Source: an optimization exercise on an open RTL-to-GDS flow (aim: small area, a short achievable clock period and few clock cycles per item). Production flows keep margins and buffers that such runs may drop. At most, simulation tests tie the RTL to the original design; equivalence was not proved.

== amber ==
## fft8_engine
module fft8_engine (
  input  logic        clk,
  input  logic        rst,
  input  logic        cmd_valid,
  input  logic [1:0]  cmd_op,
  input  logic [3:0]  cmd_sel,
  input  logic [31:0] cmd_data,
  output logic        cmd_ready,
  output logic        busy,
  output logic        done,
  output logic [31:0] result,
  output logic        result_valid
);
  localparam logic [1:0] OP_LOAD   = 2'd0;
  localparam logic [1:0] OP_EXPORT = 2'd2;
  localparam logic [1:0] TW_0 = 2'd0;    
  localparam logic [1:0] TW_2 = 2'd1;    
  localparam logic [1:0] TW_1 = 2'd2;    
  localparam logic [1:0] TW_3 = 2'd3;    
  localparam int SB = 0;     
  localparam int SX = 1;     
  localparam int ST = 2;     
  logic [15:0] xr [8];
  logic [15:0] xi [8];
  logic        r_ready;
  logic        r_busy;
  logic        r_done;
  logic        r_rv;
  logic [15:0] r_result;
  logic [3:0]  r_nst;
  logic        r_lbv;
  logic [2:0]  r_lbi;
  logic [31:0] r_lbd;
  logic [7:0]  q_v;
  logic        q_ex [8];
  logic [3:0]  q_f  [8];
  logic        r_act;
  logic [1:0]  r_st;
  logic [2:0]  r_k;
  logic        r_inv;
  logic        r_last;      
  logic [7:0]  r_finr;      
  logic [7:0]  r_fini;      
  logic [7:0]  c_sar, c_sai, c_sbr, c_sbi, c_wr, c_wi;
  logic [2:0]  c_pr, c_pi;
  logic        c_sr, c_si, c_nr, c_ni;
  logic        c_ldx;       
  logic [16:0] r_u;
  logic [16:0] r_t;
  logic        r_z;
  function automatic logic par3(input logic [2:0] k);
    par3 = ^k;
  endfunction
  ...
export LEC_CHECK = 0
export CAP_MARGIN = 20
export CORE_MARGIN = 2
export CORE_UTILIZATION = 40
export SLEW_MARGIN = 20
create_clock -name core_clock -period 12.0 [get_ports {clk}]
standard.sh (not shown) runs the stock make flow with config.mk's settings and CLKGATE_MAP_FILE= SYNTH_SCRIPT=/design/flow/synth_recipe.tcl, a recipe that flattens the netlist after the stock synthesis.
==> flow/flow/run.sh <==
#!/bin/bash
# The standard ORFS layout, with its setup repair aimed below the clock period
# (repair_timing's -setup_margin), so that it also works on paths that already meet it.
set -euo pipefail
bash standard.sh SETUP_SLACK_MARGIN=8 finish > standard_flow.log 2>&1
The following lists how garnet was set up differently from amber:
-- flow/design.v --
<<< amber, line 42
  logic [7:0]  r_finr;      
  logic [7:0]  r_fini;      
  logic [7:0]  c_sar, c_sai, c_sbr, c_sbi, c_wr, c_wi;
  logic [2:0]  c_pr, c_pi;
  logic        c_sr, c_si, c_nr, c_ni;
>>> garnet, line 42
  logic [7:0]  r_finr;      
  logic [7:0]  r_fini;      
  logic [7:0]  c_sa, c_sb, c_wr, c_wi;
  logic [2:0]  c_pr, c_pi;
  logic        c_sr, c_si, c_nr, c_ni;
<<< amber, line 156
  logic [2:0] k_n;
  assign act_n  = act_s | byp;
  assign st_n   = cont ? r_st : byp ? in_code : h_f[1:0];
  assign k_n    = (byp | sq) ? 3'd0 : r_k + 3'd1;
  assign inv_n  = cont ? r_inv : byp ? cmd_op[1] : h_f[3];
  assign last_n = cont & (r_k + 3'd1 == lastk(r_st));
  function automatic logic [57:0] bctl(input logic [1:0] s, input logic [2:0] k,
                                       input logic inv);
    logic [9:0] bf;
>>> garnet, line 156
  logic [2:0] k_n;
  assign act_n  = act_s | byp;
  assign st_n   = byp ? in_code : sq ? h_f[1:0] : r_st;
  assign k_n    = (byp | sq) ? 3'd0 : r_k + 3'd1;
  assign inv_n  = byp ? cmd_op[1] : sq ? h_f[3] : r_inv;
  assign last_n = cont & (r_k + 3'd1 == lastk(r_st));
  function automatic logic [45:0] bctl(input logic [1:0] s, input logic [2:0] k,
                                       input logic inv);
    logic [9:0] bf;
<<< amber, line 188
    sr = sr ^ nr ^ par3(t);
    si = si ^ ni ^ par3(t);
    bctl = {sr, si, nr, ni, pi, pr, wi, wr, (bf[9] ? sb : 8'd0), (bf[8] ? sb : 8'd0),
            (bf[9] ? sa : 8'd0), (bf[8] ? sa : 8'd0)};
  endfunction
  logic [57:0] ctl_n;
  assign ctl_n = byp  ? bctl(in_code, 3'd0, cmd_op[1]) :
                 sq   ? bctl(h_f[1:0], 3'd0, h_f[3]) :
                 cont ? bctl(r_st, r_k + 3'd1, r_inv) : 58'd0;
  logic [7:0] finr_c, fini_c, finr_n, fini_n;
  always_comb begin
>>> garnet, line 188
    sr = sr ^ nr ^ par3(t);
    si = si ^ ni ^ par3(t);
    bctl = {sr, si, nr, ni, pi, pr, wi, wr, sb, sa};
  endfunction
  logic [45:0] ctl_n;
  assign ctl_n = byp  ? bctl(in_code, 3'd0, cmd_op[1]) :
                 sq   ? bctl(h_f[1:0], 3'd0, h_f[3]) :
                 cont ? bctl(r_st, r_k + 3'd1, r_inv) : 46'd0;
  logic [7:0] finr_c, fini_c, finr_n, fini_n;
  always_comb begin
<<< amber, line 208
    ar = 16'd0; ai = 16'd0; br = 16'd0; bi = 16'd0;
    for (int j = 0; j < 8; j++) begin
      ar = ar | (xr[j] & {16{c_sar[j]}});
      ai = ai | (xi[j] & {16{c_sai[j]}});
      br = br | (xr[j] & {16{c_sbr[j]}});
      bi = bi | (xi[j] & {16{c_sbi[j]}});
    end
  end
>>> garnet, line 207
    ar = 16'd0; ai = 16'd0; br = 16'd0; bi = 16'd0;
    for (int j = 0; j < 8; j++) begin
      ar = ar | (xr[j] & {16{c_sa[j]}});
      ai = ai | (xi[j] & {16{c_sa[j]}});
      br = br | (xr[j] & {16{c_sb[j]}});
      bi = bi | (xi[j] & {16{c_sb[j]}});
    end
  end
<<< amber, line 299
    r_inv    <= inv_n;
    r_last   <= last_n;
    {c_sr, c_si} <= ctl_n[57:56];
    {c_sbi, c_sbr} <= ctl_n[31:16];
    r_result <= h_f[3] ? xi[h_f[2:0]] : xr[h_f[2:0]];
  end
>>> garnet, line 298
    r_inv    <= inv_n;
    r_last   <= last_n;
    r_result <= h_f[3] ? xi[h_f[2:0]] : xr[h_f[2:0]];
  end
<<< amber, line 316
      r_fini  <= 8'hff;
      c_ldx   <= 1'b0;
      c_sar   <= 8'd0;
      c_sai   <= 8'd0;
      c_wr    <= 8'hff;
      c_wi    <= 8'hff;
      c_pr    <= 3'd0;
      c_pi    <= 3'd0;
      c_nr    <= 1'b0;
      c_ni    <= 1'b0;
>>> garnet, line 313
      r_fini  <= 8'hff;
      c_ldx   <= 1'b0;
      c_sa    <= 8'd0;
      c_sb    <= 8'd0;
      c_wr    <= 8'hff;
      c_wi    <= 8'hff;
      c_pr    <= 3'd0;
      c_pi    <= 3'd0;
      c_sr    <= 1'b0;
      c_si    <= 1'b0;
      c_nr    <= 1'b0;
      c_ni    <= 1'b0;
<<< amber, line 337
      r_busy  <= acc_st | (r_nst > 4'd1) | (r_nst == 4'd1 && !r_done);
      r_ready <= space_n & !(acc_ld & blk[in_idx]) & !(lbw & blk[r_lbi]);
      {c_nr, c_ni, c_pi, c_pr, c_wi, c_wr} <= ctl_n[55:32];
      {c_sai, c_sar} <= ctl_n[15:0];
    end
  end
>>> garnet, line 336
      r_busy  <= acc_st | (r_nst > 4'd1) | (r_nst == 4'd1 && !r_done);
      r_ready <= space_n & !(acc_ld & blk[in_idx]) & !(lbw & blk[r_lbi]);
      {c_sr, c_si, c_nr, c_ni, c_pi, c_pr, c_wi, c_wr, c_sb, c_sa} <= ctl_n;
    end
  end
Notes after the runs:
Taking amber as the reference, in garnet post-detailed-route wirelength per cell shows an increase of 0.41 um, cell area reported after detailed placement decreased 1.4%, count of non-CTS buffers in the layout fell about 0.4%.
Layout buffering overhead excluding clock cells (higher): garnet
Looking only at die extent in x, and setting everything else aside, the higher value of amber and garnet goes to amber.
Of amber and garnet, the lower setup slack at placement belongs to amber.
Testbench counts of garnet, summed over its fixed seeds: cycles 8,704, items 320.
Only the layout flow was run in amber; the RTL was not checked for function there.

========
RTL: one of the versions met above, not the one the previous note started from.
Size: about 2900 cells after synthesis, about 460 flip-flops, ~77 I/O pins, ~30000 µm² of cells after synthesis.
Design fft8_engine, start of the top module:
module fft8_engine (
  input  logic        clk,
  input  logic        rst,
  input  logic        cmd_valid,
  input  logic [1:0]  cmd_op,
  input  logic [3:0]  cmd_sel,
  input  logic [31:0] cmd_data,
  output logic        cmd_ready,
  output logic        busy,
  output logic        done,
  output logic [31:0] result,
  output logic        result_valid
);
export LEC_CHECK = 0
export CAP_MARGIN = 20
export CORE_MARGIN = 2
export CORE_UTILIZATION = 40
export SLEW_MARGIN = 20
export TNS_END_PERCENT = 5
create_clock -name core_clock -period 12.0 [get_ports {clk}]
Scripts as last shown in full above: flow/flow/run.sh
Testbench counts at the start, summed over its fixed seeds: cycles 8,704, items 320.
Then changed:
--- a/flow/design.v
+++ b/flow/design.v
@@ -146,27 +146,27 @@
   logic lbw, lbv_n, ldx_n;
   assign lbw   = r_lbv & !c_ldx;
   assign lbv_n = acc_ld | lbw;
   assign ldx_n = acc_ld ? !blk[in_idx] : (lbw & !blk[r_lbi]);
   logic space_n;
   logic acc_q;
   assign acc_q   = acc & (cmd_op != OP_LOAD);
   assign space_n = pop ? !(acc_q & q_v[7]) : !(q_v[7] | (acc_q & q_v[6]));
   logic       act_n, inv_n, last_n;
   logic [1:0] st_n;
   logic [2:0] k_n;
   assign act_n  = act_s | byp;
-  assign st_n   = byp ? in_code : sq ? h_f[1:0] : r_st;
+  assign st_n   = cont ? r_st : byp ? in_code : h_f[1:0];
   assign k_n    = (byp | sq) ? 3'd0 : r_k + 3'd1;
-  assign inv_n  = byp ? cmd_op[1] : sq ? h_f[3] : r_inv;
+  assign inv_n  = cont ? r_inv : byp ? cmd_op[1] : h_f[3];
   assign last_n = cont & (r_k + 3'd1 == lastk(r_st));
   function automatic logic [45:0] bctl(input logic [1:0] s, input logic [2:0] k,
                                        input logic inv);
     logic [9:0] bf;
     logic [2:0] t, b;
     logic [7:0] sa, sb, wr, wi;
     logic [2:0] pr, pi;
     logic       sr, si, nr, ni;
     bf = bfly(s, k);
     t  = bf[2:0];
     b  = bf[5:3];
     sa = 8'd0; sb = 8'd0; wr = 8'd0; wi = 8'd0; pr = 3'd0; pi = 3'd0;
@@ -288,59 +288,59 @@
         q_ex[i] <= q_ex[i + 1];
         q_f[i]  <= q_f[i + 1];
       end
     end
     if (!lbw) begin
       r_lbi <= in_idx;
       r_lbd <= cmd_data;
     end
     r_st     <= st_n;
     r_k      <= k_n;
     r_inv    <= inv_n;
     r_last   <= last_n;
+    {c_sr, c_si} <= ctl_n[41:40];
+    c_sb         <= ctl_n[15:8];
     r_result <= h_f[3] ? xi[h_f[2:0]] : xr[h_f[2:0]];
   end
   always_ff @(posedge clk or posedge rst) begin
     if (rst) begin
       r_ready <= 1'b1;
       r_busy  <= 1'b0;
       r_done  <= 1'b0;
       r_rv    <= 1'b0;
       r_nst   <= 4'd0;
       r_lbv   <= 1'b0;
       q_v     <= 8'd0;
       r_act   <= 1'b0;
       r_finr  <= 8'hff;
       r_fini  <= 8'hff;
       c_ldx   <= 1'b0;
       c_sa    <= 8'd0;
-      c_sb    <= 8'd0;
       c_wr    <= 8'hff;
       c_wi    <= 8'hff;
       c_pr    <= 3'd0;
       c_pi    <= 3'd0;
-      c_sr    <= 1'b0;
-      c_si    <= 1'b0;
       c_nr    <= 1'b0;
       c_ni    <= 1'b0;
     end else begin
       r_lbv   <= lbv_n;
       for (int i = 0; i < 8; i++)
         q_v[i] <= pop ? (qv9[i + 1] | (push & q_v[i])) : (q_v[i] | (push & qvm[i]));
       r_act   <= act_n;
       r_finr  <= finr_n;
       r_fini  <= fini_n;
       c_ldx   <= ldx_n;
       r_rv    <= xq;
       r_done  <= last | nq;
       r_nst   <= r_nst + {3'd0, acc_st} - {3'd0, r_done};
       r_busy  <= acc_st | (r_nst > 4'd1) | (r_nst == 4'd1 && !r_done);
       r_ready <= space_n & !(acc_ld & blk[in_idx]) & !(lbw & blk[r_lbi]);
-      {c_sr, c_si, c_nr, c_ni, c_pi, c_pr, c_wi, c_wr, c_sb, c_sa} <= ctl_n;
+      {c_nr, c_ni, c_pi, c_pr, c_wi, c_wr} <= ctl_n[39:16];
+      c_sa    <= ctl_n[7:0];
     end
   end
   assign cmd_ready    = r_ready;
   assign busy         = r_busy;
   assign done         = r_done;
   assign result       = {{16{r_result[15]}}, r_result};
   assign result_valid = r_rv;
 endmodule
=>
- The new run passed the timing, design-rule and antenna checks
- final area goes up by about 1.4%
- sequential cell count does not change
- clock-buffer cell count is higher by 6
- worst hold slack hardly moves
- setup slack gets worse by 0.11 ns
- area after synthesis fell by about 0.8%
No functional check of the RTL was part of the second run of this note.

==> separate check: timing with driven ports <==
Ports are ideal in the flow. The routed layouts listed here were re-timed in OpenROAD. Step 1 sets driving cells, clkbuf_16 on the clock port and buf_2 on the other inputs (assumed; they add their load-dependent delay and slew). Step 2 times the ports against the registers' clock, not the clock port: input delays grow and output delays shrink by t, the midpoint of the rising clock arrivals with the driver on. a / b / c = ideal ports / drivers / drivers and shift; a / b = the first two.
run | t, ns | setup slack, ns | hold WS [ns] | worst setup path at the end | worst slew at a driven data input, ns
amber | 0.676 | 7.476 / 7.476 / 7.476 | 0.529 / 0.529 / 0.529 | register to register | 0.06
garnet | 0.680 | 7.629 / 7.629 / 7.454 | 0.522 / 0.522 / 0.522 | input to register | 0.05
the first run of note 2 | 0.672 | 7.554 / 7.554 / 7.130 | 0.531 / 0.531 / 0.531 | input to register | 0.07
the second run of note 2 | 0.684 | 7.443 / 7.443 / 7.032 | 0.531 / 0.531 / 0.531 | input to register | 0.05
After both steps every run listed still meets setup and hold. The setup slack of the first run of note 2, which loses most, moves by 0.000 ns with the drivers and by -0.424 ns with both steps.
